Context: an optimization exercise on an open-source flow, tuned for small area. The choices shown serve that exercise and are no tape-out recipe.
Where RTL was checked, it was by simulation tests only, not by an equivalence proof against the original.

## the reference run
==> flow/design.v (excerpt) <==
module fft_dit_top (
   input  wire        clk,
   input  wire        rst_n,
   input  wire [23:0] in_x,
   input  wire        in_nd,
   output wire [23:0] out_x,
   output wire        out_nd,
   output reg         overflow
);
   reg  [3:0] wr_ptr;
   reg        in_full;
   reg        busy;
   reg  [5:0] ph;
   reg        fill_bank, proc_bank, strm_bank;
   reg        bst;
   reg  [3:0] bcnt;
   reg        acc_q;
   reg        nd_q;
   wire       accept = in_nd & ~in_full;
   wire       start  = ~busy & in_full;
   always @(posedge clk or negedge rst_n)
   begin
      if (!rst_n)
      begin
         wr_ptr    <= 4'd0;
         in_full   <= 1'b0;
         overflow  <= 1'b0;
         busy      <= 1'b0;
         ph        <= 6'd0;
         fill_bank <= 1'b0;
         proc_bank <= 1'b0;
         strm_bank <= 1'b0;
         bst       <= 1'b0;
         bcnt      <= 4'd0;
         acc_q     <= 1'b0;
         nd_q      <= 1'b0;
      end
      else
      begin
         acc_q <= accept;
         nd_q  <= bst;
         if (accept)
            wr_ptr <= wr_ptr + 4'd1;
         if (accept && (&wr_ptr))
         begin
            in_full   <= 1'b1;
            fill_bank <= ~fill_bank;
         end
         else if (busy && ph == 6'd11)
            in_full <= 1'b0;
         if (in_nd && in_full)
            overflow <= 1'b1;
         if (start)
         begin
            busy      <= 1'b1;
            ph        <= 6'd1;
            proc_bank <= ~fill_bank;
         end
         else if (busy)
         begin
            ph <= ph + 6'd1;
            if (ph == 6'd44)
               busy <= 1'b0;
         end
         if (busy && ph == 6'd43)
         begin
            bst       <= 1'b1;
            bcnt      <= 4'd0;
            strm_bank <= proc_bank;
         end
         else if (bst)
         begin
            bcnt <= bcnt + 4'd1;
            if (&bcnt)
               bst <= 1'b0;
         end
      end
   end
   assign out_nd = nd_q;
   reg  [23:0] xq;
  ...
For scale: roughly 870 flip-flops.
make LEC_CHECK=0 CAP_MARGIN=20 CORE_MARGIN=2 CORE_UTILIZATION=55 CTS_CLUSTER_DIAMETER=100 CTS_CLUSTER_SIZE=26 PLACE_DENSITY=0.7 SLEW_MARGIN=20 finish   # period 10.0 ns
run.sh (not shown) runs the stock make flow with config.mk's settings and CLKGATE_MAP_FILE= SYNTH_SCRIPT=/design/flow/synth_recipe.tcl, a recipe that flattens the netlist after the stock synthesis.
> inputs changed (the reference run -> the trial run)
- PLACE_DENSITY removed (was 0.7)
- CTS_CLUSTER_SIZE changed from 26 to 24
- CORE_UTILIZATION changed from 55 to 60
--- outcome ---
The reference run: flow completed, timing, DRC and antenna clean
The trial run ended with every stage complete and zero timing, DRC or antenna violations.
Count of clock-buffer cells in the layout went up by more than 10% going from the reference run to the trial run.
Higher summed area of non-filler cells in the final layout was reported by the reference run, not the trial run.
Of the two values seen for critical path capture point, ba[3][20]$_DFFE_PP_ was produced by the reference run and ba[1][22]$_DFFE_PP_ by the trial run.
Post-CTS resize count came out exactly the same in the reference run and the trial run.
[compare] base=the reference run new=the trial run: clock-pin transition on the worst setup and hold timing paths roughly the same, worst hold slack across all endpoints higher, global-route usage higher.
Sort the reference run and the trial run by final setup slack of the worst path asc -> top: the trial run
Compared with the reference run, the trial run shows a slew at the pin closest to its max-slew limit that is 0.034 ns higher.
[the trial run] pin count of the biggest net entering global routing fell 36 relative to the reference run
Endpoint required time on the critical path across the reference run and the trial run: no real change.

* * *

Another version of the RTL of fft_dit_top (not shown whole).
For scale: about 3400 cells after synthesis, roughly 53 I/O pins.
clock: 10.0 ns
lec_check: 0
cap_margin: 20
core_margin: 2
core_utilization: 50
cts_cluster_diameter: 110
cts_cluster_size: 22
slew_margin: 20
==> next run, changes <==
- CAP_MARGIN: 20 -> 0
- CORE_UTILIZATION: 50 -> 55
- CTS_CLUSTER_DIAMETER: 110 -> 100
- CTS_CLUSTER_SIZE: 22 -> 24
- SLEW_MARGIN: 20 -> 0
Worst hold slack stays flat.
Worst setup slack got worse by 190 ps.
Global-route usage grows by 2.1 points.
Synthesized cell count does not change.
Die area shrinks by 9.0%.
Clock-buffer cell count shrinks by 7.
Via count barely changes.
Final cell count shrinks by 2.5%.
Area after synthesis stays the same.
Cell area shrinks by 0.51%.

* * *

Setup of ember:
Another version of the RTL of fft_dit_top (not shown whole).
Size: ~3500 cells after synthesis, ~870 flip-flops, roughly 53 I/O pins, ~0.044 sq mm of cells after synthesis.
clock: 10.0 ns
lec_check: 0
cap_margin: 20
core_margin: 2
core_utilization: 55
cts_cluster_diameter: 50
cts_cluster_size: 30
slew_margin: 20
Edits applied to the flow inputs when going from ember to violet:
Settings: CTS_CLUSTER_SIZE: 30 -> unset; CTS_CLUSTER_DIAMETER: 50 -> unset; CORE_UTILIZATION: 55 -> 40.
Results
Summary of violet over ember: total met2 wirelength after detailed routing barely changed; end-of-flow core utilization lost 17 points; final design instance area without fill has increased; total instance count after detailed placement higher; routed length on met1 rose about 3%. violet vs ember: setup slack of the critical path after layout down in violet. The run showing the smaller global-route wire length before repair is ember. Looking at detailed-router iteration count before antenna repair, violet sits 1 above ember. violet completed every stage of the flow, and the final layout passed the timing, design-rule and antenna checks.
Modified inputs, nickel compared to violet
Settings: swapping 40 for 55 in CORE_UTILIZATION; putting CTS_BUF_LIST at sky130_fd_sc_hd__clkbuf_8 where nothing was set.
- The global routing usage on met2 number comes out higher for nickel vs violet.
- Compared with violet, nickel shows share of cell area taken by flip-flops and latches higher by 0.85 points.
- Of nickel and violet, the run reporting the lower number of H-tree levels was violet.
- nickel ends up with lower area after detailed placement than violet does.
- Global-route usage for nickel is higher than for violet.
- Summary of nickel over violet: routing usage on met1 +14 points, non-clock buffer count -4, wire length of the first global-routing pass ~0 delta.
Setup changes, nickel to lagoon
Settings: CTS_CLUSTER_SIZE newly set to 24; CTS_CLUSTER_DIAMETER newly set to 120; CORE_UTILIZATION changed from 55 to 65; CTS_BUF_LIST removed (was sky130_fd_sc_hd__clkbuf_8).
## What came out
lagoon against nickel: final weighted congestion in routability-driven placement climbed 6.2%; total negative slack barely changed; routed length on met2 dropped 4500 um; number of flops mapped to enable cells by yosys barely changed.
Hold slack in lagoon is 0.0041 ns higher than in nickel
lagoon vs. nickel: sequential share of cell area climbed 2.2 points; slack of the worst reg-to-reg path now sits lower.
Higher met1 capacity usage during global routing goes to lagoon over nickel.
No run of this note included a check of the RTL's function; only the layout flow was run.

* * *

Setup of onyx:
fft_dit_top again, from the RTL that the note above started with.
// fft_dit_top
module fft_dit_top (
   input  wire        clk,
   input  wire        rst_n,
   input  wire [23:0] in_x,
   input  wire        in_nd,
   output wire [23:0] out_x,
   output wire        out_nd,
   output reg         overflow
);
   reg  [3:0] wr_ptr;
   reg        in_full;
   reg        busy;
   reg  [5:0] ph;
   reg        fill_bank, proc_bank, strm_bank;
   reg        bst;
   reg  [3:0] bcnt;
   reg        acc_q;
   reg        nd_q;
   wire       accept = in_nd & ~in_full;
   wire       start  = ~busy & in_full;
   always @(posedge clk or negedge rst_n)
   begin
      if (!rst_n)
      begin
         wr_ptr    <= 4'd0;
         in_full   <= 1'b0;
         overflow  <= 1'b0;
         busy      <= 1'b0;
         ph        <= 6'd0;
         fill_bank <= 1'b0;
         proc_bank <= 1'b0;
         strm_bank <= 1'b0;
         bst       <= 1'b0;
         bcnt      <= 4'd0;
         acc_q     <= 1'b0;
         nd_q      <= 1'b0;
      end
      else
      begin
         acc_q <= accept;
         nd_q  <= bst;
         if (accept)
            wr_ptr <= wr_ptr + 4'd1;
         if (accept && (&wr_ptr))
         begin
            in_full   <= 1'b1;
            fill_bank <= ~fill_bank;
         end
         else if (busy && ph == 6'd11)
            in_full <= 1'b0;
         if (in_nd && in_full)
            overflow <= 1'b1;
         if (start)
         begin
            busy      <= 1'b1;
            ph        <= 6'd1;
            proc_bank <= ~fill_bank;
         end
         else if (busy)
         begin
            ph <= ph + 6'd1;
  ...
Settings: LEC_CHECK=0, CAP_MARGIN=20, CORE_MARGIN=2, CORE_UTILIZATION=55, CTS_CLUSTER_DIAMETER=100, CTS_CLUSTER_SIZE=28, SLEW_MARGIN=20; clock period 10.0 ns.
onyx has completed all stages; timing, DRC and antenna checks passed.
#### Input delta (amber over onyx)
# onyx
export LEC_CHECK = 0
export CAP_MARGIN = 20
export CORE_MARGIN = 2
export CORE_UTILIZATION = 55
export CTS_CLUSTER_DIAMETER = 100
export CTS_CLUSTER_SIZE = 28
export SLEW_MARGIN = 20
create_clock -name core_clock -period 10.0 [get_ports {clk}]
# amber
export LEC_CHECK = 0
export CAP_MARGIN = 20
export CORE_MARGIN = 2
export CORE_UTILIZATION = 55
export CTS_CLUSTER_DIAMETER = 100
export CTS_CLUSTER_SIZE = 24
export SLEW_MARGIN = 20
create_clock -name core_clock -period 10.0 [get_ports {clk}]
When the final numbers for onyx and amber were put side by side, the cell area turned out to be smaller in onyx.
amber reports a higher count of clock-buffer cells in the layout than onyx does.
Async set or reset register ratio after synthesis came out exactly the same in onyx and amber.
Comparing onyx and amber, period utilization is higher on amber.
amber gives more met3 usage in global routing than onyx did.
Comparing amber against onyx, there is no change at all in synthesis-stage register bit count.
onyx reports its uppermost metal layer occupied by signal nets as met5 while amber reports met4.
Final cell count: onyx vs amber, no meaningful difference
No functional check of the RTL was part of any run of this note.

afterwards: timing with drivers on the ports:
No port has a modelled driver above. Below, the same layouts with a new extraction and two added sets of constraints. Step 1 sets driving cells, clkbuf_16 on the clock port and buf_2 on the other inputs (assumed; they add their load-dependent delay and slew). Step 2 moves the port delays by t, midway between the first and last clock arrival at a register: inputs arrive t later, outputs are due t later. That takes back most of the time a late clock gives input paths. Three values: ideal, step 1, step 2; two values: the first two.
run | t (ns) | setup slack, ns | clock arrival spread, ns | cell pins on the clock port's net
the reference run | 0.678 | 0.653 / 0.653 / 0.653 | 0.062 / 0.061 | 1
the trial run | 0.661 | 0.472 / 0.472 / 0.472 | 0.044 / 0.044 | 1
the first run of note 2 | 0.697 | 0.731 / 0.731 / 0.731 | 0.042 / 0.042 | 1
the second run of note 2 | 0.703 | 0.541 / 0.541 / 0.541 | 0.052 / 0.052 | 1
ember | 0.733 | 0.590 / 0.590 / 0.590 | 0.068 / 0.068 | 1
violet | 0.740 | 0.553 / 0.553 / 0.553 | 0.036 / 0.037 | 1
nickel | 0.863 | 0.665 / 0.665 / 0.665 | 0.063 / 0.063 | 1
lagoon | 0.682 | 0.426 / 0.426 / 0.426 | 0.035 / 0.036 | 1
onyx | 0.697 | 0.668 / 0.668 / 0.668 | 0.045 / 0.045 | 1
amber | 0.697 | 0.649 / 0.649 / 0.649 | 0.039 / 0.039 | 1
After both steps every run listed still meets setup and hold.
